Context: an optimization exercise on an open-source flow, tuned for small area and a short achievable clock period. The choices shown serve that exercise and are no tape-out recipe. In this exercise RTL edits were held to simulation tests only and were not proved equivalent to the original.

[design/flow/design.v]
package qft_pkg;
    localparam int AMP_W = 8;
endpackage
`timescale 1ns/1ps
module qft_add9
(
    input  logic [8:0] a,
    input  logic [8:0] b,
    input  logic       k,
    output logic [8:0] t
);
    assign t = a + b + 9'(k);
endmodule
module qft_pre
#(
    parameter bit NEG = 1'b0
) (
    input  logic [8:0]  t,
    output logic [11:0] s2,
    output logic [11:0] c2,
    output logic        hi,
    output logic        lo,
    output logic        m80
);
    logic [11:0] u, x2, x3, s1, c1;
    logic        ge187, le_m187;
    assign u  = {{3{t[8]}}, t};
    if (NEG) begin : g_neg
        assign x2 = {u[9:0], 2'b00};
        assign x3 = {~u[7:0], 4'b1111};
    end else begin : g_pos
        assign x2 = {u[10:0], 1'b0};
        assign x3 = {u[8:0], 3'b000};
    end
    assign s1 = u ^ x2 ^ x3;
    assign c1 = {((u[10:0] & x2[10:0]) | (x3[10:0] & (u[10:0] ^ x2[10:0]))), NEG};
    assign s2 = s1;
    assign c2 = c1;
    assign ge187   = ~t[8] & t[7] & (t[6] | (t[5] & t[4] & t[3] & (t[2] | (t[1] & t[0]))));
    assign le_m187 =  t[8] & ~t[7] & (~t[6] | (~t[5] & ~t[4] & ~t[3] & (~t[2] | ~t[1])));
    assign hi = NEG ? le_m187 : ge187;
    assign lo = NEG ? ge187 : le_m187;
    assign m80 = lo | (t[8:1] == 8'hA3);
endmodule
module qft_post
(
    input  logic [11:0] s2,
    input  logic [11:0] c2,
    input  logic        hi,
    input  logic        lo,
    output logic [7:0]  y
);
    logic [11:0] p;
    assign p = s2 + c2;
    assign y = hi ? 8'h7f : (lo ? 8'h80 : p[11:4]);
endmodule
module qft_scale
#(
    parameter bit NEG = 1'b0
) (
    input  logic [8:0] t,
    output logic [7:0] y,
    output logic       m80
);
    logic [11:0] s2, c2;
    logic        hi, lo;
    qft_pre #(.NEG(NEG)) u_pre (.t(t), .s2(s2), .c2(c2), .hi(hi), .lo(lo), .m80(m80));
    qft_post u_post (.s2(s2), .c2(c2), .hi(hi), .lo(lo), .y(y));
endmodule
module qft_bfly
#(
    parameter bit NEG = 1'b0
) (
    input  logic [8:0] a,
    input  logic [8:0] b,
    input  logic       k,
    output logic [7:0] y,
    output logic       m80
);
    logic [8:0] t;
    qft_add9 u_add (.a(a), .b(b), .k(k), .t(t));
    qft_scale #(.NEG(NEG)) u_scale (.t(t), .y(y), .m80(m80));
endmodule
`timescale 1ns/1ps
module qft3_top
(
    input  logic        clk,
    input  logic        rst_n,
    input  logic        valid_i,
    input  logic [63:0] re_i,
    input  logic [63:0] im_i,
    output logic        valid_o,
    output logic [63:0] re_o,
    output logic [63:0] im_o
);
    logic [7:0] v_q;
    always_ff @(posedge clk or negedge rst_n) begin
        if (!rst_n) v_q <= '0;
        else        v_q <= {v_q[6:0], valid_i};
    end
    assign valid_o = v_q[7];
    logic [7:0] x_re0, x_im0;
    logic [7:0] x_re1, x_im1;
    logic [7:0] x_re2, x_im2;
    logic [7:0] x_re3, x_im3;
    logic [7:0] x_re4, x_im4;
    logic [7:0] x_re5, x_im5;
    logic [7:0] x_re6, x_im6;
    logic [7:0] x_re7, x_im7;
    logic [7:0] u1_h2_re0;
    logic       u1_h2_re0_m80;
    logic [8:0] u1_h2_re0_t;
    logic [7:0] u2_h2_im0;
    logic       u2_h2_im0_m80;
    logic [8:0] u2_h2_im0_t;
    logic [7:0] u3_h2_re4;
    logic       u3_h2_re4_m80;
    logic [8:0] u3_h2_re4_t;
    logic [7:0] u4_h2_im4;
    logic       u4_h2_im4_m80;
    logic [8:0] u4_h2_im4_t;
    logic [7:0] u5_h2_re1;
    logic       u5_h2_re1_m80;
    logic [8:0] u5_h2_re1_t;
    logic [7:0] u6_h2_im1;
    logic       u6_h2_im1_m80;
    logic [8:0] u6_h2_im1_t;
    logic [7:0] u7_h2_re5;
    logic       u7_h2_re5_m80;
    logic [8:0] u7_h2_re5_t;
    logic [7:0] u8_h2_im5;
    logic       u8_h2_im5_m80;
    logic [8:0] u8_h2_im5_t;
    logic [7:0] u9_h2_re2;
    logic       u9_h2_re2_m80;
    logic [8:0] u9_h2_re2_t;
    logic [7:0] u10_h2_im2;
    logic       u10_h2_im2_m80;
    logic [8:0] u10_h2_im2_t;
    logic [7:0] u11_h2_re6;
    logic       u11_h2_re6_m80;
    logic [8:0] u11_h2_re6_t;
    logic [7:0] u12_h2_im6;
    logic       u12_h2_im6_m80;
    logic [8:0] u12_h2_im6_t;
    logic [7:0] u13_h2_re3;
    logic       u13_h2_re3_m80;
    logic [8:0] u13_h2_re3_t;
    logic [7:0] u14_h2_im3;
    logic       u14_h2_im3_m80;
    logic [8:0] u14_h2_im3_t;
    logic [7:0] u15_h2_re7;
    logic       u15_h2_re7_m80;
    logic [8:0] u15_h2_re7_t;
    logic [7:0] u16_h2_im7;
    logic       u16_h2_im7_m80;
    logic [8:0] u16_h2_im7_t;
    logic [7:0] u17_cp_re5;
    logic       u17_cp_re5_m80;
    logic [8:0] u17_cp_re5_t;
    logic [7:0] u18_cp_im5;
    logic       u18_cp_im5_m80;
    logic [8:0] u18_cp_im5_t;
    logic [7:0] u19_cp_re7;
    logic       u19_cp_re7_m80;
    logic [8:0] u19_cp_re7_t;
    logic [7:0] u20_cp_im7;
    logic       u20_cp_im7_m80;
    logic [8:0] u20_cp_im7_t;
    logic [7:0] u21_h1_re0;
    logic       u21_h1_re0_m80;
    logic [8:0] u21_h1_re0_t;
    logic [7:0] u22_h1_im0;
    logic       u22_h1_im0_m80;
    logic [8:0] u22_h1_im0_t;
    logic [7:0] u23_h1_re2;
    logic       u23_h1_re2_m80;
    logic [8:0] u23_h1_re2_t;
    logic [7:0] u24_h1_im2;
    logic       u24_h1_im2_m80;
    logic [8:0] u24_h1_im2_t;
    logic [7:0] u25_h1_re1;
    logic       u25_h1_re1_m80;
    logic [8:0] u25_h1_re1_t;
    logic [7:0] u26_h1_im1;
    logic       u26_h1_im1_m80;
    logic [8:0] u26_h1_im1_t;
    logic [7:0] u27_h1_re3;
    logic       u27_h1_re3_m80;
    logic [8:0] u27_h1_re3_t;
    logic [7:0] u28_h1_im3;
    logic       u28_h1_im3_m80;
    logic [8:0] u28_h1_im3_t;
    logic [7:0] u29_h1_re4;
    logic       u29_h1_re4_m80;
    logic [8:0] u29_h1_re4_t;
    logic [7:0] u30_h1_im4;
    logic       u30_h1_im4_m80;
    logic [8:0] u30_h1_im4_t;
    logic [7:0] u31_h1_re6;
    logic       u31_h1_re6_m80;
    logic [8:0] u31_h1_re6_t;
    logic [7:0] u32_h1_im6;
    logic       u32_h1_im6_m80;
    logic [8:0] u32_h1_im6_t;
    logic [7:0] u33_h1_re5;
    logic       u33_h1_re5_m80;
    logic [8:0] u33_h1_re5_t;
    logic [7:0] u34_h1_im5;
    logic       u34_h1_im5_m80;
    logic [8:0] u34_h1_im5_t;
    logic [7:0] u35_h1_re7;
    logic       u35_h1_re7_m80;
    logic [8:0] u35_h1_re7_t;
    logic [7:0] u36_h1_im7;
    logic       u36_h1_im7_m80;
    logic [8:0] u36_h1_im7_t;
    logic [7:0] u37_h0_re0;
    logic       u37_h0_re0_m80;
    logic [8:0] u37_h0_re0_t;
    logic [7:0] u38_h0_im0;
    logic       u38_h0_im0_m80;
    logic [8:0] u38_h0_im0_t;
    logic [7:0] u39_h0_re1;
    logic       u39_h0_re1_m80;
    logic [8:0] u39_h0_re1_t;
    logic [7:0] u40_h0_im1;
    logic       u40_h0_im1_m80;
    logic [8:0] u40_h0_im1_t;
    logic [7:0] u41_h0_re2;
    logic       u41_h0_re2_m80;
    logic [8:0] u41_h0_re2_t;
    logic [7:0] u42_h0_im2;
    logic       u42_h0_im2_m80;
    logic [8:0] u42_h0_im2_t;
    logic [7:0] u43_h0_re3;
    logic       u43_h0_re3_m80;
    logic [8:0] u43_h0_re3_t;
    logic [7:0] u44_h0_im3;
    logic       u44_h0_im3_m80;
    logic [8:0] u44_h0_im3_t;
    logic [7:0] u45_h0_re4;
    logic       u45_h0_re4_m80;
    logic [8:0] u45_h0_re4_t;
    logic [7:0] u46_h0_im4;
    logic       u46_h0_im4_m80;
    logic [8:0] u46_h0_im4_t;
    logic [7:0] u47_h0_re5;
    logic       u47_h0_re5_m80;
    logic [8:0] u47_h0_re5_t;
    logic [7:0] u48_h0_im5;
    logic       u48_h0_im5_m80;
    logic [8:0] u48_h0_im5_t;
    logic [7:0] u49_h0_re6;
    logic       u49_h0_re6_m80;
    logic [8:0] u49_h0_re6_t;
    logic [7:0] u50_h0_im6;
    logic       u50_h0_im6_m80;
    logic [8:0] u50_h0_im6_t;
    logic [7:0] u51_h0_re7;
    logic       u51_h0_re7_m80;
    logic [8:0] u51_h0_re7_t;
    logic [7:0] u52_h0_im7;
    logic       u52_h0_im7_m80;
    logic [8:0] u52_h0_im7_t;
    logic [8:0] u1_h2_re0_t_d1;
    logic [8:0] u2_h2_im0_t_d1;
    logic [8:0] u3_h2_re4_t_d1;
    logic [8:0] u4_h2_im4_t_d1;
    logic [8:0] u5_h2_re1_t_d1;
    logic [8:0] u6_h2_im1_t_d1;
    logic [8:0] u7_h2_re5_t_d1;
    logic [8:0] u8_h2_im5_t_d1;
    logic [8:0] u9_h2_re2_t_d1;
    logic [8:0] u10_h2_im2_t_d1;
    logic [8:0] u11_h2_re6_t_d1;
    logic [8:0] u12_h2_im6_t_d1;
    logic [8:0] u13_h2_re3_t_d1;
    logic [8:0] u14_h2_im3_t_d1;
    logic [8:0] u15_h2_re7_t_d1;
    logic [8:0] u16_h2_im7_t_d1;
    logic [7:0] u7_h2_re5_d2;
    logic [7:0] u8_h2_im5_d2;
    logic [8:0] u17_cp_re5_t_d3;
    logic [8:0] u18_cp_im5_t_d3;
    logic [7:0] u16_h2_im7_d2;
    logic       u16_h2_im7_m80_d2;
    logic [7:0] u15_h2_re7_d2;
    logic [8:0] u19_cp_re7_t_d3;
    logic [8:0] u20_cp_im7_t_d3;
    logic [7:0] u1_h2_re0_d2;
    logic [7:0] u1_h2_re0_d3;
    logic [7:0] u1_h2_re0_d4;
    logic [7:0] u9_h2_re2_d2;
    logic [7:0] u9_h2_re2_d3;
    logic [7:0] u9_h2_re2_d4;
    logic [8:0] u21_h1_re0_t_d5;
    logic [7:0] u2_h2_im0_d2;
    logic [7:0] u2_h2_im0_d3;
    logic [7:0] u2_h2_im0_d4;
    logic [7:0] u10_h2_im2_d2;
    logic [7:0] u10_h2_im2_d3;
    logic [7:0] u10_h2_im2_d4;
    logic [8:0] u22_h1_im0_t_d5;
    logic [8:0] u23_h1_re2_t_d5;
    logic [8:0] u24_h1_im2_t_d5;
    logic [7:0] u5_h2_re1_d2;
    logic [7:0] u5_h2_re1_d3;
    logic [7:0] u5_h2_re1_d4;
    logic [7:0] u13_h2_re3_d2;
    logic [7:0] u13_h2_re3_d3;
    logic [7:0] u13_h2_re3_d4;
    logic [8:0] u25_h1_re1_t_d5;
    logic [7:0] u6_h2_im1_d2;
    logic [7:0] u6_h2_im1_d3;
    logic [7:0] u6_h2_im1_d4;
    logic [7:0] u14_h2_im3_d2;
    logic [7:0] u14_h2_im3_d3;
    logic [7:0] u14_h2_im3_d4;
    logic [8:0] u26_h1_im1_t_d5;
    logic [8:0] u27_h1_re3_t_d5;
    logic [8:0] u28_h1_im3_t_d5;
    logic [7:0] u3_h2_re4_d2;
    logic [7:0] u3_h2_re4_d3;
    logic [7:0] u3_h2_re4_d4;
    logic [7:0] u12_h2_im6_d2;
    logic [7:0] u12_h2_im6_d3;
    logic [7:0] u12_h2_im6_d4;
    logic       u12_h2_im6_m80_d2;
    logic       u12_h2_im6_m80_d3;
    logic       u12_h2_im6_m80_d4;
    logic [8:0] u29_h1_re4_t_d5;
    logic [7:0] u4_h2_im4_d2;
    logic [7:0] u4_h2_im4_d3;
    logic [7:0] u4_h2_im4_d4;
    logic [7:0] u11_h2_re6_d2;
    logic [7:0] u11_h2_re6_d3;
    logic [7:0] u11_h2_re6_d4;
    logic [8:0] u30_h1_im4_t_d5;
    logic [8:0] u31_h1_re6_t_d5;
    logic [8:0] u32_h1_im6_t_d5;
    logic [7:0] u17_cp_re5_d4;
    logic [7:0] u19_cp_re7_d4;
    logic [8:0] u33_h1_re5_t_d5;
    logic [7:0] u18_cp_im5_d4;
    logic [7:0] u20_cp_im7_d4;
    logic [8:0] u34_h1_im5_t_d5;
    logic [8:0] u35_h1_re7_t_d5;
    logic [8:0] u36_h1_im7_t_d5;
    logic [7:0] u21_h1_re0_d6;
    logic [7:0] u25_h1_re1_d6;
    logic [8:0] u37_h0_re0_t_d7;
    logic [7:0] u22_h1_im0_d6;
    logic [7:0] u26_h1_im1_d6;
    logic [8:0] u38_h0_im0_t_d7;
    logic [8:0] u39_h0_re1_t_d7;
    logic [8:0] u40_h0_im1_t_d7;
    logic [7:0] u23_h1_re2_d6;
    logic [7:0] u28_h1_im3_d6;
    logic       u28_h1_im3_m80_d6;
    logic [8:0] u41_h0_re2_t_d7;
    logic [7:0] u24_h1_im2_d6;
    logic [7:0] u27_h1_re3_d6;
    logic [8:0] u42_h0_im2_t_d7;
    logic [8:0] u43_h0_re3_t_d7;
    logic [8:0] u44_h0_im3_t_d7;
    logic [7:0] u29_h1_re4_d6;
    logic [7:0] u33_h1_re5_d6;
    logic [8:0] u45_h0_re4_t_d7;
    logic [7:0] u30_h1_im4_d6;
    logic [7:0] u34_h1_im5_d6;
    logic [8:0] u46_h0_im4_t_d7;
    logic [8:0] u47_h0_re5_t_d7;
    logic [8:0] u48_h0_im5_t_d7;
    logic [7:0] u31_h1_re6_d6;
    logic [7:0] u36_h1_im7_d6;
    logic       u36_h1_im7_m80_d6;
    logic [8:0] u49_h0_re6_t_d7;
    logic [7:0] u32_h1_im6_d6;
    logic [7:0] u35_h1_re7_d6;
    logic [8:0] u50_h0_im6_t_d7;
    logic [8:0] u51_h0_re7_t_d7;
    logic [8:0] u52_h0_im7_t_d7;
    logic [7:0] u37_h0_re0_d8;
    logic [7:0] u38_h0_im0_d8;
    logic [7:0] u45_h0_re4_d8;
    logic [7:0] u46_h0_im4_d8;
    logic [7:0] u41_h0_re2_d8;
    logic [7:0] u42_h0_im2_d8;
    logic [7:0] u49_h0_re6_d8;
    logic [7:0] u50_h0_im6_d8;
    logic [7:0] u39_h0_re1_d8;
    logic [7:0] u40_h0_im1_d8;
    logic [7:0] u47_h0_re5_d8;
    logic [7:0] u48_h0_im5_d8;
    logic [7:0] u43_h0_re3_d8;
    logic [7:0] u44_h0_im3_d8;
    logic [7:0] u51_h0_re7_d8;
    logic [7:0] u52_h0_im7_d8;
    assign x_re0 = re_i[7:0];
    assign x_im0 = im_i[7:0];
    assign x_re1 = re_i[15:8];
    assign x_im1 = im_i[15:8];
    assign x_re2 = re_i[23:16];
    assign x_im2 = im_i[23:16];
    assign x_re3 = re_i[31:24];
    assign x_im3 = im_i[31:24];
    assign x_re4 = re_i[39:32];
    assign x_im4 = im_i[39:32];
    assign x_re5 = re_i[47:40];
    assign x_im5 = im_i[47:40];
    assign x_re6 = re_i[55:48];
    assign x_im6 = im_i[55:48];
    assign x_re7 = re_i[63:56];
    assign x_im7 = im_i[63:56];
    qft_add9 u_u1_h2_re0_a (.a({x_re0[7], x_re0}), .b({x_re4[7], x_re4}), .k(1'b0), .t(u1_h2_re0_t));
    qft_scale #(.NEG(0)) u_u1_h2_re0_s (.t(u1_h2_re0_t_d1), .y(u1_h2_re0), .m80(u1_h2_re0_m80));
    qft_add9 u_u2_h2_im0_a (.a({x_im0[7], x_im0}), .b({x_im4[7], x_im4}), .k(1'b0), .t(u2_h2_im0_t));
    qft_scale #(.NEG(0)) u_u2_h2_im0_s (.t(u2_h2_im0_t_d1), .y(u2_h2_im0), .m80(u2_h2_im0_m80));
    qft_add9 u_u3_h2_re4_a (.a({x_re0[7], x_re0}), .b(~{x_re4[7], x_re4}), .k(1'b1), .t(u3_h2_re4_t));
    qft_scale #(.NEG(0)) u_u3_h2_re4_s (.t(u3_h2_re4_t_d1), .y(u3_h2_re4), .m80(u3_h2_re4_m80));
    qft_add9 u_u4_h2_im4_a (.a({x_im0[7], x_im0}), .b(~{x_im4[7], x_im4}), .k(1'b1), .t(u4_h2_im4_t));
    qft_scale #(.NEG(0)) u_u4_h2_im4_s (.t(u4_h2_im4_t_d1), .y(u4_h2_im4), .m80(u4_h2_im4_m80));
    qft_add9 u_u5_h2_re1_a (.a({x_re1[7], x_re1}), .b({x_re5[7], x_re5}), .k(1'b0), .t(u5_h2_re1_t));
    qft_scale #(.NEG(0)) u_u5_h2_re1_s (.t(u5_h2_re1_t_d1), .y(u5_h2_re1), .m80(u5_h2_re1_m80));
    qft_add9 u_u6_h2_im1_a (.a({x_im1[7], x_im1}), .b({x_im5[7], x_im5}), .k(1'b0), .t(u6_h2_im1_t));
    qft_scale #(.NEG(0)) u_u6_h2_im1_s (.t(u6_h2_im1_t_d1), .y(u6_h2_im1), .m80(u6_h2_im1_m80));
    qft_add9 u_u7_h2_re5_a (.a({x_re1[7], x_re1}), .b(~{x_re5[7], x_re5}), .k(1'b1), .t(u7_h2_re5_t));
    qft_scale #(.NEG(0)) u_u7_h2_re5_s (.t(u7_h2_re5_t_d1), .y(u7_h2_re5), .m80(u7_h2_re5_m80));
    qft_add9 u_u8_h2_im5_a (.a({x_im1[7], x_im1}), .b(~{x_im5[7], x_im5}), .k(1'b1), .t(u8_h2_im5_t));
    qft_scale #(.NEG(0)) u_u8_h2_im5_s (.t(u8_h2_im5_t_d1), .y(u8_h2_im5), .m80(u8_h2_im5_m80));
    qft_add9 u_u9_h2_re2_a (.a({x_re2[7], x_re2}), .b({x_re6[7], x_re6}), .k(1'b0), .t(u9_h2_re2_t));
    qft_scale #(.NEG(0)) u_u9_h2_re2_s (.t(u9_h2_re2_t_d1), .y(u9_h2_re2), .m80(u9_h2_re2_m80));
    qft_add9 u_u10_h2_im2_a (.a({x_im2[7], x_im2}), .b({x_im6[7], x_im6}), .k(1'b0), .t(u10_h2_im2_t));
    qft_scale #(.NEG(0)) u_u10_h2_im2_s (.t(u10_h2_im2_t_d1), .y(u10_h2_im2), .m80(u10_h2_im2_m80));
    qft_add9 u_u11_h2_re6_a (.a({x_re2[7], x_re2}), .b(~{x_re6[7], x_re6}), .k(1'b1), .t(u11_h2_re6_t));
    qft_scale #(.NEG(0)) u_u11_h2_re6_s (.t(u11_h2_re6_t_d1), .y(u11_h2_re6), .m80(u11_h2_re6_m80));
    qft_add9 u_u12_h2_im6_a (.a({x_im2[7], x_im2}), .b(~{x_im6[7], x_im6}), .k(1'b1), .t(u12_h2_im6_t));
    qft_scale #(.NEG(0)) u_u12_h2_im6_s (.t(u12_h2_im6_t_d1), .y(u12_h2_im6), .m80(u12_h2_im6_m80));
    qft_add9 u_u13_h2_re3_a (.a({x_re3[7], x_re3}), .b({x_re7[7], x_re7}), .k(1'b0), .t(u13_h2_re3_t));
    qft_scale #(.NEG(0)) u_u13_h2_re3_s (.t(u13_h2_re3_t_d1), .y(u13_h2_re3), .m80(u13_h2_re3_m80));
    qft_add9 u_u14_h2_im3_a (.a({x_im3[7], x_im3}), .b({x_im7[7], x_im7}), .k(1'b0), .t(u14_h2_im3_t));
    qft_scale #(.NEG(0)) u_u14_h2_im3_s (.t(u14_h2_im3_t_d1), .y(u14_h2_im3), .m80(u14_h2_im3_m80));
    qft_add9 u_u15_h2_re7_a (.a({x_re3[7], x_re3}), .b(~{x_re7[7], x_re7}), .k(1'b1), .t(u15_h2_re7_t));
    qft_scale #(.NEG(0)) u_u15_h2_re7_s (.t(u15_h2_re7_t_d1), .y(u15_h2_re7), .m80(u15_h2_re7_m80));
    qft_add9 u_u16_h2_im7_a (.a({x_im3[7], x_im3}), .b(~{x_im7[7], x_im7}), .k(1'b1), .t(u16_h2_im7_t));
    qft_scale #(.NEG(0)) u_u16_h2_im7_s (.t(u16_h2_im7_t_d1), .y(u16_h2_im7), .m80(u16_h2_im7_m80));
    qft_add9 u_u17_cp_re5_a (.a({u7_h2_re5_d2[7], u7_h2_re5_d2}), .b(~{u8_h2_im5_d2[7], u8_h2_im5_d2}), .k(1'b1), .t(u17_cp_re5_t));
    qft_scale #(.NEG(0)) u_u17_cp_re5_s (.t(u17_cp_re5_t_d3), .y(u17_cp_re5), .m80(u17_cp_re5_m80));
    qft_add9 u_u18_cp_im5_a (.a({u7_h2_re5_d2[7], u7_h2_re5_d2}), .b({u8_h2_im5_d2[7], u8_h2_im5_d2}), .k(1'b0), .t(u18_cp_im5_t));
    qft_scale #(.NEG(0)) u_u18_cp_im5_s (.t(u18_cp_im5_t_d3), .y(u18_cp_im5), .m80(u18_cp_im5_m80));
    qft_add9 u_u19_cp_re7_a (.a({u16_h2_im7_d2[7], u16_h2_im7_d2}), .b({u15_h2_re7_d2[7], u15_h2_re7_d2}), .k(u16_h2_im7_m80_d2), .t(u19_cp_re7_t));
    qft_scale #(.NEG(1)) u_u19_cp_re7_s (.t(u19_cp_re7_t_d3), .y(u19_cp_re7), .m80(u19_cp_re7_m80));
    qft_add9 u_u20_cp_im7_a (.a(~{u16_h2_im7_d2[7], u16_h2_im7_d2}), .b({u15_h2_re7_d2[7], u15_h2_re7_d2}), .k(~u16_h2_im7_m80_d2), .t(u20_cp_im7_t));
    qft_scale #(.NEG(0)) u_u20_cp_im7_s (.t(u20_cp_im7_t_d3), .y(u20_cp_im7), .m80(u20_cp_im7_m80));
    qft_add9 u_u21_h1_re0_a (.a({u1_h2_re0_d4[7], u1_h2_re0_d4}), .b({u9_h2_re2_d4[7], u9_h2_re2_d4}), .k(1'b0), .t(u21_h1_re0_t));
    qft_scale #(.NEG(0)) u_u21_h1_re0_s (.t(u21_h1_re0_t_d5), .y(u21_h1_re0), .m80(u21_h1_re0_m80));
    qft_add9 u_u22_h1_im0_a (.a({u2_h2_im0_d4[7], u2_h2_im0_d4}), .b({u10_h2_im2_d4[7], u10_h2_im2_d4}), .k(1'b0), .t(u22_h1_im0_t));
    qft_scale #(.NEG(0)) u_u22_h1_im0_s (.t(u22_h1_im0_t_d5), .y(u22_h1_im0), .m80(u22_h1_im0_m80));
    qft_add9 u_u23_h1_re2_a (.a({u1_h2_re0_d4[7], u1_h2_re0_d4}), .b(~{u9_h2_re2_d4[7], u9_h2_re2_d4}), .k(1'b1), .t(u23_h1_re2_t));
    qft_scale #(.NEG(0)) u_u23_h1_re2_s (.t(u23_h1_re2_t_d5), .y(u23_h1_re2), .m80(u23_h1_re2_m80));
    qft_add9 u_u24_h1_im2_a (.a({u2_h2_im0_d4[7], u2_h2_im0_d4}), .b(~{u10_h2_im2_d4[7], u10_h2_im2_d4}), .k(1'b1), .t(u24_h1_im2_t));
    qft_scale #(.NEG(0)) u_u24_h1_im2_s (.t(u24_h1_im2_t_d5), .y(u24_h1_im2), .m80(u24_h1_im2_m80));
    qft_add9 u_u25_h1_re1_a (.a({u5_h2_re1_d4[7], u5_h2_re1_d4}), .b({u13_h2_re3_d4[7], u13_h2_re3_d4}), .k(1'b0), .t(u25_h1_re1_t));
    qft_scale #(.NEG(0)) u_u25_h1_re1_s (.t(u25_h1_re1_t_d5), .y(u25_h1_re1), .m80(u25_h1_re1_m80));
    qft_add9 u_u26_h1_im1_a (.a({u6_h2_im1_d4[7], u6_h2_im1_d4}), .b({u14_h2_im3_d4[7], u14_h2_im3_d4}), .k(1'b0), .t(u26_h1_im1_t));
    qft_scale #(.NEG(0)) u_u26_h1_im1_s (.t(u26_h1_im1_t_d5), .y(u26_h1_im1), .m80(u26_h1_im1_m80));
    qft_add9 u_u27_h1_re3_a (.a({u5_h2_re1_d4[7], u5_h2_re1_d4}), .b(~{u13_h2_re3_d4[7], u13_h2_re3_d4}), .k(1'b1), .t(u27_h1_re3_t));
    qft_scale #(.NEG(0)) u_u27_h1_re3_s (.t(u27_h1_re3_t_d5), .y(u27_h1_re3), .m80(u27_h1_re3_m80));
    qft_add9 u_u28_h1_im3_a (.a({u6_h2_im1_d4[7], u6_h2_im1_d4}), .b(~{u14_h2_im3_d4[7], u14_h2_im3_d4}), .k(1'b1), .t(u28_h1_im3_t));
    qft_scale #(.NEG(0)) u_u28_h1_im3_s (.t(u28_h1_im3_t_d5), .y(u28_h1_im3), .m80(u28_h1_im3_m80));
    qft_add9 u_u29_h1_re4_a (.a({u3_h2_re4_d4[7], u3_h2_re4_d4}), .b(~{u12_h2_im6_d4[7], u12_h2_im6_d4}), .k(~u12_h2_im6_m80_d4), .t(u29_h1_re4_t));
    qft_scale #(.NEG(0)) u_u29_h1_re4_s (.t(u29_h1_re4_t_d5), .y(u29_h1_re4), .m80(u29_h1_re4_m80));
    qft_add9 u_u30_h1_im4_a (.a({u4_h2_im4_d4[7], u4_h2_im4_d4}), .b({u11_h2_re6_d4[7], u11_h2_re6_d4}), .k(1'b0), .t(u30_h1_im4_t));
    qft_scale #(.NEG(0)) u_u30_h1_im4_s (.t(u30_h1_im4_t_d5), .y(u30_h1_im4), .m80(u30_h1_im4_m80));
    qft_add9 u_u31_h1_re6_a (.a({u3_h2_re4_d4[7], u3_h2_re4_d4}), .b({u12_h2_im6_d4[7], u12_h2_im6_d4}), .k(u12_h2_im6_m80_d4), .t(u31_h1_re6_t));
    qft_scale #(.NEG(0)) u_u31_h1_re6_s (.t(u31_h1_re6_t_d5), .y(u31_h1_re6), .m80(u31_h1_re6_m80));
    qft_add9 u_u32_h1_im6_a (.a({u4_h2_im4_d4[7], u4_h2_im4_d4}), .b(~{u11_h2_re6_d4[7], u11_h2_re6_d4}), .k(1'b1), .t(u32_h1_im6_t));
    qft_scale #(.NEG(0)) u_u32_h1_im6_s (.t(u32_h1_im6_t_d5), .y(u32_h1_im6), .m80(u32_h1_im6_m80));
    qft_add9 u_u33_h1_re5_a (.a({u17_cp_re5_d4[7], u17_cp_re5_d4}), .b({u19_cp_re7_d4[7], u19_cp_re7_d4}), .k(1'b0), .t(u33_h1_re5_t));
    qft_scale #(.NEG(0)) u_u33_h1_re5_s (.t(u33_h1_re5_t_d5), .y(u33_h1_re5), .m80(u33_h1_re5_m80));
    qft_add9 u_u34_h1_im5_a (.a({u18_cp_im5_d4[7], u18_cp_im5_d4}), .b({u20_cp_im7_d4[7], u20_cp_im7_d4}), .k(1'b0), .t(u34_h1_im5_t));
    qft_scale #(.NEG(0)) u_u34_h1_im5_s (.t(u34_h1_im5_t_d5), .y(u34_h1_im5), .m80(u34_h1_im5_m80));
    qft_add9 u_u35_h1_re7_a (.a({u17_cp_re5_d4[7], u17_cp_re5_d4}), .b(~{u19_cp_re7_d4[7], u19_cp_re7_d4}), .k(1'b1), .t(u35_h1_re7_t));
    qft_scale #(.NEG(0)) u_u35_h1_re7_s (.t(u35_h1_re7_t_d5), .y(u35_h1_re7), .m80(u35_h1_re7_m80));
    qft_add9 u_u36_h1_im7_a (.a({u18_cp_im5_d4[7], u18_cp_im5_d4}), .b(~{u20_cp_im7_d4[7], u20_cp_im7_d4}), .k(1'b1), .t(u36_h1_im7_t));
    qft_scale #(.NEG(0)) u_u36_h1_im7_s (.t(u36_h1_im7_t_d5), .y(u36_h1_im7), .m80(u36_h1_im7_m80));
    qft_add9 u_u37_h0_re0_a (.a({u21_h1_re0_d6[7], u21_h1_re0_d6}), .b({u25_h1_re1_d6[7], u25_h1_re1_d6}), .k(1'b0), .t(u37_h0_re0_t));
    qft_scale #(.NEG(0)) u_u37_h0_re0_s (.t(u37_h0_re0_t_d7), .y(u37_h0_re0), .m80(u37_h0_re0_m80));
    qft_add9 u_u38_h0_im0_a (.a({u22_h1_im0_d6[7], u22_h1_im0_d6}), .b({u26_h1_im1_d6[7], u26_h1_im1_d6}), .k(1'b0), .t(u38_h0_im0_t));
    qft_scale #(.NEG(0)) u_u38_h0_im0_s (.t(u38_h0_im0_t_d7), .y(u38_h0_im0), .m80(u38_h0_im0_m80));
    qft_add9 u_u39_h0_re1_a (.a({u21_h1_re0_d6[7], u21_h1_re0_d6}), .b(~{u25_h1_re1_d6[7], u25_h1_re1_d6}), .k(1'b1), .t(u39_h0_re1_t));
    qft_scale #(.NEG(0)) u_u39_h0_re1_s (.t(u39_h0_re1_t_d7), .y(u39_h0_re1), .m80(u39_h0_re1_m80));
    qft_add9 u_u40_h0_im1_a (.a({u22_h1_im0_d6[7], u22_h1_im0_d6}), .b(~{u26_h1_im1_d6[7], u26_h1_im1_d6}), .k(1'b1), .t(u40_h0_im1_t));
    qft_scale #(.NEG(0)) u_u40_h0_im1_s (.t(u40_h0_im1_t_d7), .y(u40_h0_im1), .m80(u40_h0_im1_m80));
    qft_add9 u_u41_h0_re2_a (.a({u23_h1_re2_d6[7], u23_h1_re2_d6}), .b(~{u28_h1_im3_d6[7], u28_h1_im3_d6}), .k(~u28_h1_im3_m80_d6), .t(u41_h0_re2_t));
    qft_scale #(.NEG(0)) u_u41_h0_re2_s (.t(u41_h0_re2_t_d7), .y(u41_h0_re2), .m80(u41_h0_re2_m80));
    qft_add9 u_u42_h0_im2_a (.a({u24_h1_im2_d6[7], u24_h1_im2_d6}), .b({u27_h1_re3_d6[7], u27_h1_re3_d6}), .k(1'b0), .t(u42_h0_im2_t));
    qft_scale #(.NEG(0)) u_u42_h0_im2_s (.t(u42_h0_im2_t_d7), .y(u42_h0_im2), .m80(u42_h0_im2_m80));
    qft_add9 u_u43_h0_re3_a (.a({u23_h1_re2_d6[7], u23_h1_re2_d6}), .b({u28_h1_im3_d6[7], u28_h1_im3_d6}), .k(u28_h1_im3_m80_d6), .t(u43_h0_re3_t));
    qft_scale #(.NEG(0)) u_u43_h0_re3_s (.t(u43_h0_re3_t_d7), .y(u43_h0_re3), .m80(u43_h0_re3_m80));
    qft_add9 u_u44_h0_im3_a (.a({u24_h1_im2_d6[7], u24_h1_im2_d6}), .b(~{u27_h1_re3_d6[7], u27_h1_re3_d6}), .k(1'b1), .t(u44_h0_im3_t));
    qft_scale #(.NEG(0)) u_u44_h0_im3_s (.t(u44_h0_im3_t_d7), .y(u44_h0_im3), .m80(u44_h0_im3_m80));
    qft_add9 u_u45_h0_re4_a (.a({u29_h1_re4_d6[7], u29_h1_re4_d6}), .b({u33_h1_re5_d6[7], u33_h1_re5_d6}), .k(1'b0), .t(u45_h0_re4_t));
    qft_scale #(.NEG(0)) u_u45_h0_re4_s (.t(u45_h0_re4_t_d7), .y(u45_h0_re4), .m80(u45_h0_re4_m80));
    qft_add9 u_u46_h0_im4_a (.a({u30_h1_im4_d6[7], u30_h1_im4_d6}), .b({u34_h1_im5_d6[7], u34_h1_im5_d6}), .k(1'b0), .t(u46_h0_im4_t));
    qft_scale #(.NEG(0)) u_u46_h0_im4_s (.t(u46_h0_im4_t_d7), .y(u46_h0_im4), .m80(u46_h0_im4_m80));
    qft_add9 u_u47_h0_re5_a (.a({u29_h1_re4_d6[7], u29_h1_re4_d6}), .b(~{u33_h1_re5_d6[7], u33_h1_re5_d6}), .k(1'b1), .t(u47_h0_re5_t));
    qft_scale #(.NEG(0)) u_u47_h0_re5_s (.t(u47_h0_re5_t_d7), .y(u47_h0_re5), .m80(u47_h0_re5_m80));
    qft_add9 u_u48_h0_im5_a (.a({u30_h1_im4_d6[7], u30_h1_im4_d6}), .b(~{u34_h1_im5_d6[7], u34_h1_im5_d6}), .k(1'b1), .t(u48_h0_im5_t));
    qft_scale #(.NEG(0)) u_u48_h0_im5_s (.t(u48_h0_im5_t_d7), .y(u48_h0_im5), .m80(u48_h0_im5_m80));
    qft_add9 u_u49_h0_re6_a (.a({u31_h1_re6_d6[7], u31_h1_re6_d6}), .b(~{u36_h1_im7_d6[7], u36_h1_im7_d6}), .k(~u36_h1_im7_m80_d6), .t(u49_h0_re6_t));
    qft_scale #(.NEG(0)) u_u49_h0_re6_s (.t(u49_h0_re6_t_d7), .y(u49_h0_re6), .m80(u49_h0_re6_m80));
    qft_add9 u_u50_h0_im6_a (.a({u32_h1_im6_d6[7], u32_h1_im6_d6}), .b({u35_h1_re7_d6[7], u35_h1_re7_d6}), .k(1'b0), .t(u50_h0_im6_t));
    qft_scale #(.NEG(0)) u_u50_h0_im6_s (.t(u50_h0_im6_t_d7), .y(u50_h0_im6), .m80(u50_h0_im6_m80));
    qft_add9 u_u51_h0_re7_a (.a({u31_h1_re6_d6[7], u31_h1_re6_d6}), .b({u36_h1_im7_d6[7], u36_h1_im7_d6}), .k(u36_h1_im7_m80_d6), .t(u51_h0_re7_t));
    qft_scale #(.NEG(0)) u_u51_h0_re7_s (.t(u51_h0_re7_t_d7), .y(u51_h0_re7), .m80(u51_h0_re7_m80));
    qft_add9 u_u52_h0_im7_a (.a({u32_h1_im6_d6[7], u32_h1_im6_d6}), .b(~{u35_h1_re7_d6[7], u35_h1_re7_d6}), .k(1'b1), .t(u52_h0_im7_t));
    qft_scale #(.NEG(0)) u_u52_h0_im7_s (.t(u52_h0_im7_t_d7), .y(u52_h0_im7), .m80(u52_h0_im7_m80));
    assign re_o[7:0] = u37_h0_re0_d8;
    assign im_o[7:0] = u38_h0_im0_d8;
    assign re_o[15:8] = u45_h0_re4_d8;
    assign im_o[15:8] = u46_h0_im4_d8;
    assign re_o[23:16] = u41_h0_re2_d8;
    assign im_o[23:16] = u42_h0_im2_d8;
    assign re_o[31:24] = u49_h0_re6_d8;
    assign im_o[31:24] = u50_h0_im6_d8;
    assign re_o[39:32] = u39_h0_re1_d8;
    assign im_o[39:32] = u40_h0_im1_d8;
    assign re_o[47:40] = u47_h0_re5_d8;
    assign im_o[47:40] = u48_h0_im5_d8;
    assign re_o[55:48] = u43_h0_re3_d8;
    assign im_o[55:48] = u44_h0_im3_d8;
    assign re_o[63:56] = u51_h0_re7_d8;
    assign im_o[63:56] = u52_h0_im7_d8;
    always_ff @(posedge clk) begin
        u1_h2_re0_t_d1 <= u1_h2_re0_t;
        u2_h2_im0_t_d1 <= u2_h2_im0_t;
        u3_h2_re4_t_d1 <= u3_h2_re4_t;
        u4_h2_im4_t_d1 <= u4_h2_im4_t;
        u5_h2_re1_t_d1 <= u5_h2_re1_t;
        u6_h2_im1_t_d1 <= u6_h2_im1_t;
        u7_h2_re5_t_d1 <= u7_h2_re5_t;
        u8_h2_im5_t_d1 <= u8_h2_im5_t;
        u9_h2_re2_t_d1 <= u9_h2_re2_t;
        u10_h2_im2_t_d1 <= u10_h2_im2_t;
        u11_h2_re6_t_d1 <= u11_h2_re6_t;
        u12_h2_im6_t_d1 <= u12_h2_im6_t;
        u13_h2_re3_t_d1 <= u13_h2_re3_t;
        u14_h2_im3_t_d1 <= u14_h2_im3_t;
        u15_h2_re7_t_d1 <= u15_h2_re7_t;
        u16_h2_im7_t_d1 <= u16_h2_im7_t;
        u7_h2_re5_d2 <= u7_h2_re5;
        u8_h2_im5_d2 <= u8_h2_im5;
        u17_cp_re5_t_d3 <= u17_cp_re5_t;
        u18_cp_im5_t_d3 <= u18_cp_im5_t;
        u16_h2_im7_d2 <= u16_h2_im7;
        u16_h2_im7_m80_d2 <= u16_h2_im7_m80;
        u15_h2_re7_d2 <= u15_h2_re7;
        u19_cp_re7_t_d3 <= u19_cp_re7_t;
        u20_cp_im7_t_d3 <= u20_cp_im7_t;
        u1_h2_re0_d2 <= u1_h2_re0;
        u1_h2_re0_d3 <= u1_h2_re0_d2;
        u1_h2_re0_d4 <= u1_h2_re0_d3;
        u9_h2_re2_d2 <= u9_h2_re2;
        u9_h2_re2_d3 <= u9_h2_re2_d2;
        u9_h2_re2_d4 <= u9_h2_re2_d3;
        u21_h1_re0_t_d5 <= u21_h1_re0_t;
        u2_h2_im0_d2 <= u2_h2_im0;
        u2_h2_im0_d3 <= u2_h2_im0_d2;
        u2_h2_im0_d4 <= u2_h2_im0_d3;
        u10_h2_im2_d2 <= u10_h2_im2;
        u10_h2_im2_d3 <= u10_h2_im2_d2;
        u10_h2_im2_d4 <= u10_h2_im2_d3;
        u22_h1_im0_t_d5 <= u22_h1_im0_t;
        u23_h1_re2_t_d5 <= u23_h1_re2_t;
        u24_h1_im2_t_d5 <= u24_h1_im2_t;
        u5_h2_re1_d2 <= u5_h2_re1;
        u5_h2_re1_d3 <= u5_h2_re1_d2;
        u5_h2_re1_d4 <= u5_h2_re1_d3;
        u13_h2_re3_d2 <= u13_h2_re3;
        u13_h2_re3_d3 <= u13_h2_re3_d2;
        u13_h2_re3_d4 <= u13_h2_re3_d3;
        u25_h1_re1_t_d5 <= u25_h1_re1_t;
        u6_h2_im1_d2 <= u6_h2_im1;
        u6_h2_im1_d3 <= u6_h2_im1_d2;
        u6_h2_im1_d4 <= u6_h2_im1_d3;
        u14_h2_im3_d2 <= u14_h2_im3;
        u14_h2_im3_d3 <= u14_h2_im3_d2;
        u14_h2_im3_d4 <= u14_h2_im3_d3;
        u26_h1_im1_t_d5 <= u26_h1_im1_t;
        u27_h1_re3_t_d5 <= u27_h1_re3_t;
        u28_h1_im3_t_d5 <= u28_h1_im3_t;
        u3_h2_re4_d2 <= u3_h2_re4;
        u3_h2_re4_d3 <= u3_h2_re4_d2;
        u3_h2_re4_d4 <= u3_h2_re4_d3;
        u12_h2_im6_d2 <= u12_h2_im6;
        u12_h2_im6_d3 <= u12_h2_im6_d2;
        u12_h2_im6_d4 <= u12_h2_im6_d3;
        u12_h2_im6_m80_d2 <= u12_h2_im6_m80;
        u12_h2_im6_m80_d3 <= u12_h2_im6_m80_d2;
        u12_h2_im6_m80_d4 <= u12_h2_im6_m80_d3;
        u29_h1_re4_t_d5 <= u29_h1_re4_t;
        u4_h2_im4_d2 <= u4_h2_im4;
        u4_h2_im4_d3 <= u4_h2_im4_d2;
        u4_h2_im4_d4 <= u4_h2_im4_d3;
        u11_h2_re6_d2 <= u11_h2_re6;
        u11_h2_re6_d3 <= u11_h2_re6_d2;
        u11_h2_re6_d4 <= u11_h2_re6_d3;
        u30_h1_im4_t_d5 <= u30_h1_im4_t;
        u31_h1_re6_t_d5 <= u31_h1_re6_t;
        u32_h1_im6_t_d5 <= u32_h1_im6_t;
        u17_cp_re5_d4 <= u17_cp_re5;
        u19_cp_re7_d4 <= u19_cp_re7;
        u33_h1_re5_t_d5 <= u33_h1_re5_t;
        u18_cp_im5_d4 <= u18_cp_im5;
        u20_cp_im7_d4 <= u20_cp_im7;
        u34_h1_im5_t_d5 <= u34_h1_im5_t;
        u35_h1_re7_t_d5 <= u35_h1_re7_t;
        u36_h1_im7_t_d5 <= u36_h1_im7_t;
        u21_h1_re0_d6 <= u21_h1_re0;
        u25_h1_re1_d6 <= u25_h1_re1;
        u37_h0_re0_t_d7 <= u37_h0_re0_t;
        u22_h1_im0_d6 <= u22_h1_im0;
        u26_h1_im1_d6 <= u26_h1_im1;
        u38_h0_im0_t_d7 <= u38_h0_im0_t;
        u39_h0_re1_t_d7 <= u39_h0_re1_t;
        u40_h0_im1_t_d7 <= u40_h0_im1_t;
        u23_h1_re2_d6 <= u23_h1_re2;
        u28_h1_im3_d6 <= u28_h1_im3;
        u28_h1_im3_m80_d6 <= u28_h1_im3_m80;
        u41_h0_re2_t_d7 <= u41_h0_re2_t;
        u24_h1_im2_d6 <= u24_h1_im2;
        u27_h1_re3_d6 <= u27_h1_re3;
        u42_h0_im2_t_d7 <= u42_h0_im2_t;
        u43_h0_re3_t_d7 <= u43_h0_re3_t;
        u44_h0_im3_t_d7 <= u44_h0_im3_t;
        u29_h1_re4_d6 <= u29_h1_re4;
        u33_h1_re5_d6 <= u33_h1_re5;
        u45_h0_re4_t_d7 <= u45_h0_re4_t;
        u30_h1_im4_d6 <= u30_h1_im4;
        u34_h1_im5_d6 <= u34_h1_im5;
        u46_h0_im4_t_d7 <= u46_h0_im4_t;
        u47_h0_re5_t_d7 <= u47_h0_re5_t;
        u48_h0_im5_t_d7 <= u48_h0_im5_t;
        u31_h1_re6_d6 <= u31_h1_re6;
        u36_h1_im7_d6 <= u36_h1_im7;
        u36_h1_im7_m80_d6 <= u36_h1_im7_m80;
        u49_h0_re6_t_d7 <= u49_h0_re6_t;
        u32_h1_im6_d6 <= u32_h1_im6;
        u35_h1_re7_d6 <= u35_h1_re7;
        u50_h0_im6_t_d7 <= u50_h0_im6_t;
        u51_h0_re7_t_d7 <= u51_h0_re7_t;
        u52_h0_im7_t_d7 <= u52_h0_im7_t;
        u37_h0_re0_d8 <= u37_h0_re0;
        u38_h0_im0_d8 <= u38_h0_im0;
        u45_h0_re4_d8 <= u45_h0_re4;
        u46_h0_im4_d8 <= u46_h0_im4;
        u41_h0_re2_d8 <= u41_h0_re2;
        u42_h0_im2_d8 <= u42_h0_im2;
        u49_h0_re6_d8 <= u49_h0_re6;
        u50_h0_im6_d8 <= u50_h0_im6;
        u39_h0_re1_d8 <= u39_h0_re1;
        u40_h0_im1_d8 <= u40_h0_im1;
        u47_h0_re5_d8 <= u47_h0_re5;
        u48_h0_im5_d8 <= u48_h0_im5;
        u43_h0_re3_d8 <= u43_h0_re3;
        u44_h0_im3_d8 <= u44_h0_im3;
        u51_h0_re7_d8 <= u51_h0_re7;
        u52_h0_im7_d8 <= u52_h0_im7;
    end
endmodule
[design/flow/run.sh]
#!/bin/bash
# synth_recipe.tcl (not shown) runs the flow's synth.tcl, then flattens the netlist and writes it again
# the make line also repeats each setting of config.mk as NAME=value (left out here)
make -C /OpenROAD-flow-scripts/flow DESIGN_CONFIG=/design/flow/config.mk WORK_HOME=/design/flow/orfs CLKGATE_MAP_FILE= SYNTH_SCRIPT=/design/flow/synth_recipe.tcl finish
[design/flow/config.mk]
export PLATFORM = sky130hd
export DESIGN_NAME = qft3_top
export DESIGN_NICKNAME = qft3_top
export VERILOG_FILES = /design/flow/design.v
export SDC_FILE = /design/flow/constraint.sdc
export NUM_CORES = 4
export LEC_CHECK = 0
export CAP_MARGIN = 20
export CORE_MARGIN = 2
export CORE_UTILIZATION = 40
export CTS_BUF_LIST = sky130_fd_sc_hd__clkbuf_8
export CTS_CLUSTER_SIZE = 30
export SETUP_SLACK_MARGIN = 1.6
export SLEW_MARGIN = 20
[design/flow/constraint.sdc]
create_clock -name core_clock -period 4.0 [get_ports {clk}]
set_input_delay 0.8000 -clock core_clock [delete_from_list [all_inputs] [get_ports {clk}]]
set_output_delay 0.8000 -clock core_clock [all_outputs]
set_load 0.01 [all_outputs]
==> reports/results.txt, run 1 <==
For the worst setup path, the data required time is 4760 ps. Entering global routing, the biggest net connects 17 pins. The run gives 46400 as the via count of the first global-routing pass. The run gives 6653 as the count of mapped cells out of synthesis.

The average size of a mapped cell was 10.0 um2. In this run the critical register-to-register path is launched from u27_h1_re3_t_d5[3]$_DFF_P_.

The die is 412 um tall. The tools report the sequential element share of the synthesized area as 32.2%. Setup repair after global routing could not meet its margin everywhere. The worst hold slack came out at 149 ps. The capturing element type of the critical path was a flip-flop. The final layout contains 8775 nets. The starting density of the core was 40.3%; the number of ports placed on the die boundary was 260. The tools report the final total negative setup slack as 0 ps.

The buffer levels on the longest clock path was 3. The count of nets left with antenna violations once routing finished came out at 0. The width of the chip is 412 um. The count of flip-flops with a built-in enable after synthesis was 0; the synthesized-area fraction occupied by and/or/nand/nor cells was 7.44%. The worst setup path is of the reg -> reg kind.

In the final routed layout, each cell accounts on average for 14.5 um. The vias after detailed routing came out at 46500. The placed wire-length estimate after detailed placement is 109000 um. For the final database, setup skew stands at 42.9 ps.

The tools report the detailed-route DRC error count as 0. Derived from the worst setup path, the maximum achievable clock frequency is 0.411 GHz. The synthesized netlist devotes 16.3% of its cell area to compound gates. The transition time of the tightest slew-check pin was 1170 ps; the area of the die was 0.170 mm2. In the layout the commonest cells are ha_1 (1064), inv_1 (759), dfxtp_1 (748). The number of setup violations in the final report was 0. The worst hold path belongs to the class in -> async.

Measured against its own limit, the worst slew margin works out to 21.0%. The run finished with no timing, DRC or antenna violations. The initial antenna violation count was 3; the CTS buffer count was 185.

The tools report the final number of hold-violating endpoints as 0. The logs give 1080 ps for the pre-CTS worst setup slack and 1068 for the clock sink count. In this run the register-to-register setup slack is 1570 ps.

Clock latency on the worst-skew pair, taken at its later pin, is 950 ps. Summing every instance area after synthesis gives 0.0666 mm2. After Yosys synthesis, XOR and XNOR cells account for 8.05% of the synthesized area.

The clock slew seen by the registers of the worst setup and hold paths was 60 ps. CTS placed an instance of clkbuf_8 at the clock tree root. In the synthesized netlist, mux cells make up 0% of the area.

The share of flip-flops with an asynchronous set or reset after synthesis was 0.749%; the number of cell rows was 149. After floorplanning, the core was sized to cover 0.165 mm2. Initial detailed-routing violation count: 1919. By area, the combinational part of the netlist is dominated by adder cells. Using the TritonRoute via totals, the vias-per-cell ratio works out to 4.89. The top fanout value on the critical path came out at 5.

The most common flop cell mapped by yosys was dfxtp_1. The number of buffers added on ports is 259, and the adder-cell area share of the yosys netlist is 31.7%. Of the available clock period, the critical path in the final layout requires 60.9%.

The worst path needs 2430 ps of the cycle, external delays included. Once routing completed, OpenROAD measured the worst setup slack at 1570 ps.

Layout cell share with drive strength beyond 1: 14.9%. The first global-routing pass estimated 226000 um of wire.

The max-cap check violation count came out at 0. The endpoint of the lowest-slack register-to-register path is u27_h1_re3_d6[7]$_SDFF_PP0_. The logs give 62 for the number of distinct library cells after synthesis and 3190 ps for the worst path arrival time. For this run the aggregate overflow at the end of global routing stands at 0. The worst register-to-register path has a depth of 7. The count of final max-slew check failures is 0.

The tools report the count of synthesis-stage warnings from yosys as 1. TritonCTS built the clock tree. Leaving out fill and tap cells, the most frequent cell in the layout is ha_1.

The layout-stage area growth over the synthesis result is 18.1%. STA classifies the critical path startpoint as a flip-flop. The all-layer global routing usage was 16.0%. The weighted congestion reported at the end of routability-driven placement was 0.863. The total nets after synthesis was 8251. Maximum level of the CTS H-tree: 4. The pre-antenna-repair detailed-routing pass consisted of 5 iterations. For this block, the routed nets add up to 138000 um of wire.

The number of synthesized register bits is 1068.
worst max path at each step:
stage | start | slack (ps) | cells past startpoint | end
global placement | re_i[16] | 1110 | 9 | u9_h2_re2_t_d1[8]$_DFF_P_
floorplan | u20_cp_im7_t_d3[3]$_DFF_P_ | 1600 | 8 | u20_cp_im7_d4[7]$_SDFF_PP0_
finish | u27_h1_re3_t_d5[3]$_DFF_P_ | 1570 | 7 | u27_h1_re3_d6[7]$_SDFF_PP0_
global route | u34_h1_im5_t_d5[0]$_DFF_P_ | 1480 | 8 | u36_h1_im7_d6[7]$_SDFF_PP0_
CTS | u46_h0_im4_d8[6]$_SDFF_PP1_ | 1480 | 1 | im_o[14]
detailed placement | re_i[8] | 1080 | 10 | u7_h2_re5_t_d1[8]$_DFF_P_
cells by family (layout without fill, tap and decap cells):
| kind of cell | Yosys count | count (layout) |
|---|---|---|
| other | 0 | 3 |
| and+or+nand+nor | 1035 | 1035 |
| adders and majority gates | 1467 | 1467 |
| AOI/OAI and AO/OA | 1701 | 1701 |
| DFF | 1068 | 1068 |
| buffers and inverters | 770 | 1448 |
| xor gates and xnor gates | 612 | 612 |
timing repair:
| action | CTS | global route |
|---|---|---|
| buffers inserted | 42 | 75 |
| endpoints found under the setup margin | 301 | 198 |
| pin swaps | 67 | 170 |
| resized for setup | 765 | 357 |
| hold buffers | 0 | 0 |
| hold endpoints to repair | 0 | 0 |
stage by stage:
stage	cells	util (%)	area (um2)
2_1_floorplan	6653	-	66600
3_3_place_gp	9062	43.5	71800
3_5_place_dp	9062	43.5	71800
4_1_cts	9445	46.6	76900
5_1_grt	9523	47.6	78700
6_report	9523	47.6	78700
routing by layer:
layer	routed length (um)	global-route usage [%]
met2	63600	26.5
met5	0	0
met3	4610	2.67
met1	66800	21.2
met4	3050	4.71
cell type report:
cell class | count | area (um2)
Antenna cell | 3 | 7.51
Clock buffer | 223 | 3070
Clock inverter | 118 | 1150
Fill cell | 15600 | 86500
Inverter | 726 | 2730
Multi-Input combinational cell | 4815 | 43700
Sequential cell | 1068 | 22100
Tap cell | 2189 | 2740
Timing Repair Buffer | 381 | 3220
critical path, cell delays in order, from the launching register on:
cell and delay (ps):
dfxtp_4 370, fa_1 540, ha_2 310, a21oi_1 200, nand3_2 150, o31ai_4 230
nor3b_2 70, o41a_1 430
cells in the mapped netlist (31+ instances only):
| cell type | n | area [um2] |
|---|---|---|
| inv_1 | 726 | 2730 |
| a21oi_1 | 425 | 2130 |
| a211oi_1 | 58 | 435 |
| nor3_1 | 46 | 230 |
| o41a_1 | 38 | 428 |
| o21ai_1 | 60 | 300 |
| o21a_1 | 43 | 323 |
| a41o_1 | 50 | 500 |
| a21boi_1 | 51 | 383 |
| fa_1 | 372 | 7450 |
| a31oi_1 | 38 | 238 |
| nor3b_1 | 32 | 240 |
| nand2_1 | 248 | 931 |
| nor2_1 | 335 | 1260 |
| xnor2_1 | 354 | 3100 |
| nand3_1 | 59 | 295 |
| a21o_1 | 74 | 556 |
| xor2_1 | 258 | 2260 |
| nand2b_1 | 78 | 488 |
| clkbuf_1 | 31 | 116 |
| nor2b_1 | 129 | 807 |
| dfxtp_1 | 1060 | 21200 |
| nor4_1 | 43 | 269 |
| ha_1 | 1095 | 13700 |
| o21bai_1 | 116 | 871 |
| o31a_1 | 31 | 272 |
| o21ai_0 | 512 | 2560 |
| nand4_1 | 34 | 213 |
==> run 2, diff against run 1 <==
--- a/design/flow/config.mk
+++ b/design/flow/config.mk
@@ -9,6 +9,4 @@
 export CORE_MARGIN = 2
 export CORE_UTILIZATION = 40
-export CTS_BUF_LIST = sky130_fd_sc_hd__clkbuf_8
-export CTS_CLUSTER_SIZE = 30
-export SETUP_SLACK_MARGIN = 1.6
+export SETUP_SLACK_MARGIN = 2.0
 export SLEW_MARGIN = 20
==> run 2 against run 1 <==
  * Clock skew shrank 18 ps
  * Design area increased by 9.5%
==> reports/results.txt, run 2 <==
Final routed wire length divided by cell count: 14.9 um (+2.9%). The total number of nets in the final design is 8964 (+2.2%). The maximum level of the CTS H-tree is 3 (-1).

The critical path is of the reg -> reg type. Final critical delay including setup and external delays: 2390 ps (-44.0 ps). Ranked by total cell area, the synthesized netlist is headed by dfxtp_1 (32%), ha_1 (21%), fa_1 (11%), xnor2_1 (4.7%), inv_1 (4.1%). The logs give 1663 (-13%) for the initial detailed-routing violation count and 8251 (unchanged) for the total nets after synthesis. The final number of hold-violating endpoints is 0 (unchanged), and the count of antenna-violating nets left after detailed routing is 0 (unchanged). For the number of buffers inserted for hold repair after clock tree synthesis, the log shows 0 (unchanged). The sequential element share of the synthesized area came out at 32.2% (unchanged). Traced cell by cell, the critical path runs through fa_1 -> ha_1 -> o21ai_0 -> nand2b_1 -> o31ai_4 -> nor3b_1 -> o41a_1.

Among all stages on the critical path, the largest delay is contributed by fa_1. CTS root buffer: clkbuf_16. The placed wire-length estimate after detailed placement is 109000 um (-0.34%).

The weighted congestion reported at the end of routability-driven placement is 0.836 (-3.2%). The final total negative setup slack is 0 ps (unchanged). The worst hold path begins at u4_h2_im4_d3[3]$_DFF_P_.

The clock slew seen by the registers of the worst setup and hold paths is 70 ps (about the same), and the top fanout value on the critical path is 5 (unchanged). The all-layer global routing usage was 16.4% (+0.46 points). The final core area utilization is 52.2% (+4.5 points), and the number of distinct library cells after synthesis is 62 (unchanged). STA classifies the critical path endpoint as a flip-flop. The number of vias per cell after detailed routing was 4.91 (+0.42%). The top cell family by delay on the critical path was adder cells.

The maximum number of pins on one net before global-route repair was 17 (unchanged). TritonCTS built the clock tree. The number of synthesized register bits is 1068 (unchanged). STA classifies the critical path startpoint as a flip-flop. The width of the chip was 412 um (unchanged). The area of the die is 0.170 mm2 (unchanged). The worst path arrival time is 2970 ps (-220 ps), and the layout-stage area growth over the synthesis result is 29.3%.

The critical path required time is 4580 ps (-180 ps). Die height: 412 um (unchanged). The endpoint identified for the worst register-to-register timing path is u29_h1_re4_d6[7]$_SDFF_PP0_. Worst-case clock skew: 24.9 ps (-18.0 ps). The run gives 1610 ps (+44.0 ps) as the setup slack of the critical path after layout. The run gives 1068 (unchanged) as the clock sink count.

The max-cap check violation count is 0 (unchanged). The tools report the via count of the first global-routing pass as 47300 (+2.0%). The combined area of all synthesized cells was 0.0666 mm2 (unchanged). Number of setup violations in the final report: 0 (unchanged). Count of synthesis-stage warnings from yosys: 1 (unchanged).

The stage delay of the slowest cell on the critical path is 480 ps (-60 ps), and the worst slew slack as a fraction of its limit is 29.4% (+8.4 points). The path depth of the worst reg2reg path is 7 (unchanged), and the length of the first detailed-routing pass in iterations is 5 (unchanged). The cell taking the most area after synthesis is dfxtp_1.

The flow ran to the end and the layout has no timing, DRC or antenna violations. The count of final max-slew check failures was 0 (unchanged).

The library cell used most frequently in the layout, excluding fill and tap cells, is ha_1. In this run the worst hold path is classified as reg -> reg. The logs give 117 (-37%) for the CTS buffer count and 1610 ps (+40 ps) for the reg2reg setup slack. The run gives 260 (unchanged) as the number of ports placed on the die boundary. The count of flip-flops with a built-in enable after synthesis is 0 (unchanged), and the layout cell share with drive strength beyond 1 is 27.6% (+13 points). The vias after detailed routing is 47400 (+1.9%), and the area inside the core boundary is 0.165 mm2 (unchanged). Setup repair after global routing could not meet its margin everywhere.

The number of buffers and inverters on the critical path came out at 0 (unchanged). In the synthesized netlist, the cells that appear most often are ha_1 (1095), dfxtp_1 (1060), inv_1 (726), o21ai_0 (512), a21oi_1 (425). The final instance area is 0.0861 mm2 (+9.5%), and the number of cells in the finished layout apart from fillers is 9659 (+1.4%). The tools report the area after detailed placement as 0.0738 mm2 (+2.8%).

The run gives 144000 um (+4.3%) as the wire length after detailed routing. Endpoint of the worst hold path: u4_h2_im4_d4[3]$_DFF_P_. The fraction of post-synthesis cell area in the top cell type by area was 31.9% (unchanged); the detailed-route DRC error count was 0 (unchanged). The wire length of the first global-routing pass was 236000 um (+4.2%); the number of cell rows was 149 (unchanged). The worst hold path stage count came out at 0.

The final period utilization works out to 59.8% (-1.1 points). The buffer levels on the longest clock path was 3 (unchanged). The instance count after placement with tap cells included came out at 9058 (-0.044%). The residual overflow from global routing is 0 (unchanged), and the transition time of the tightest slew-check pin is 1060 ps (-118 ps). Leaving out fill and tap cells, the most frequent cells in the layout are ha_1 (971), inv_1 (694), dfxtp_1 (612). Insertion delay to the later sink of the worst-skew pair: 750 ps (-200 ps).

The most repeated cell in the gate-level netlist after synthesis is ha_1. Pre-CTS worst setup slack: 1070 ps (-13.9 ps). Average size of a mapped cell: 10.0 um2 (unchanged). The achievable clock frequency is 0.418 GHz (+1.8%). The logs give 5 (+2) for the initial antenna violation count and 40.3% (unchanged) for the starting density of the core. The number of buffers added on ports is 259 (unchanged). The count of mapped cells out of synthesis was 6653 (unchanged).

The worst hold slack is 321 ps (+172 ps). The startpoint of the worst register-to-register path is u29_h1_re4_t_d5[4]$_DFF_P_. The share of flip-flops with an asynchronous set or reset after synthesis was 0.749% (unchanged). Most common flop cell mapped by yosys: dfxtp_1. The count of cell instances traversed by the critical path works out to 7 (unchanged).
[run 2: cell types whose count changed in the layout (fill, tap and decap cells not counted), sizes merged, moves of 3 or more]
cell / delta
inv: -25
clkdlybuf4s15: -62
dlygate4sd2: +13
clkbuf: -70
clkinvlp: -6
clkdlybuf4s50: -29
bufinv: -3
dlymetal6s2s: +16
clkinv: -16
buf: +320
[run 2: what timing repair did]
item | 4_1_cts | 5_1_grt
gates resized for setup | 1296 | 801
buffers inserted | 274 | 104
pin swaps | 389 | 370
hold endpoints to repair | 0 | 0
setup endpoints to repair | 516 | 632
[run 2: cell type report]
class	instances	area [um2]
multi-input cells	4815	48200
diodes	1	2.50
clock buffers	154	3390
fillers	14700	79000
inverters	726	2790
clock inverters	68	875
flip-flops and latches	1068	22400
well taps	2189	2740
repair buffers	638	5760
[run 2: cell families after synthesis]
logic type | after synthesis | synth area share [%]
AOI/OAI and AO/OA | 1701 | 16.3
buffers and inverters | 770 | 4.34
xor gates and xnor gates | 612 | 8.05
and+or+nand+nor | 1035 | 7.44
adders and majority gates | 1467 | 31.7
DFF | 1068 | 32.2
[run 2: worst register-to-register path, cell delays in order (launching register included)]
cell	delay, ps
dfxtp_2	370
fa_1	490
ha_1	430
o21ai_0	260
nand2b_1	130
o31ai_4	80
nor3b_1	90
o41a_1	380
[run 2: how the worst max path moves through the flow]
stage / from / endpoint / slack [ps]
3_5_place_dp: re_i[16] / u9_h2_re2_t_d1[8]$_DFF_P_ / 1070
5_1_grt: u23_h1_re2_t_d5[2]$_DFF_P_ / u23_h1_re2_d6[7]$_SDFF_PP0_ / 1520
4_1_cts: u29_h1_re4_t_d5[2]$_DFF_P_ / u29_h1_re4_d6[7]$_SDFF_PP0_ / 1590
2_1_floorplan: u42_h0_im2_t_d7[2]$_DFF_P_ / u42_h0_im2_d8[7]$_SDFF_PP0_ / 1720
6_report: u29_h1_re4_t_d5[4]$_DFF_P_ / u29_h1_re4_d6[7]$_SDFF_PP0_ / 1610
3_3_place_gp: im_i[8] / u8_h2_im5_t_d1[8]$_DFF_P_ / 1050
[run 2: per-layer routing]
layer | up-vias | GRT usage, % | wire length, um
met5 | - | 0 | 0
met4 | 0 | 4.35 | 2880
met2 | 553 | 27.2 | 67300
li1 | 24200 | - | -
met1 | 22500 | 22.5 | 69500
met3 | 163 | 2.18 | 4370

-- what the ideal ports hide --
Ports are ideal in the flow. The routed layouts listed here were re-timed in OpenROAD.
Step 1 (the two cells are an assumption about what drives the block):
set clk [get_ports {clk}]
set_driving_cell -lib_cell sky130_fd_sc_hd__clkbuf_16 $clk
set_driving_cell -lib_cell sky130_fd_sc_hd__buf_2 [delete_from_list [all_inputs] $clk]
Step 2, shift: input delay + t, output delay - t, t = (earliest + latest rising clock arrival at the registers) / 2. This alone moves slack from input paths to output paths.
Slacks: ideal / step 1 / step 2; pairs: ideal / step 1.
| run | t (ns) | slack for setup (ns) | worst setup path at the end | clock arrival spread, ns | cell pins on the clock port's net |
|---|---|---|---|---|---|
| run 1 | 0.995 | 1.565 / 1.565 / 1.043 | input to register | 0.053 / 0.052 | 1 |
| run 2 | 0.811 | 1.609 / 1.609 / 1.276 | input to register | 0.031 / 0.031 | 1 |
After both steps every run listed still meets setup and hold. The setup slack of run 1, which loses most, moves by 0.000 ns with the drivers and by -0.522 ns with both steps.
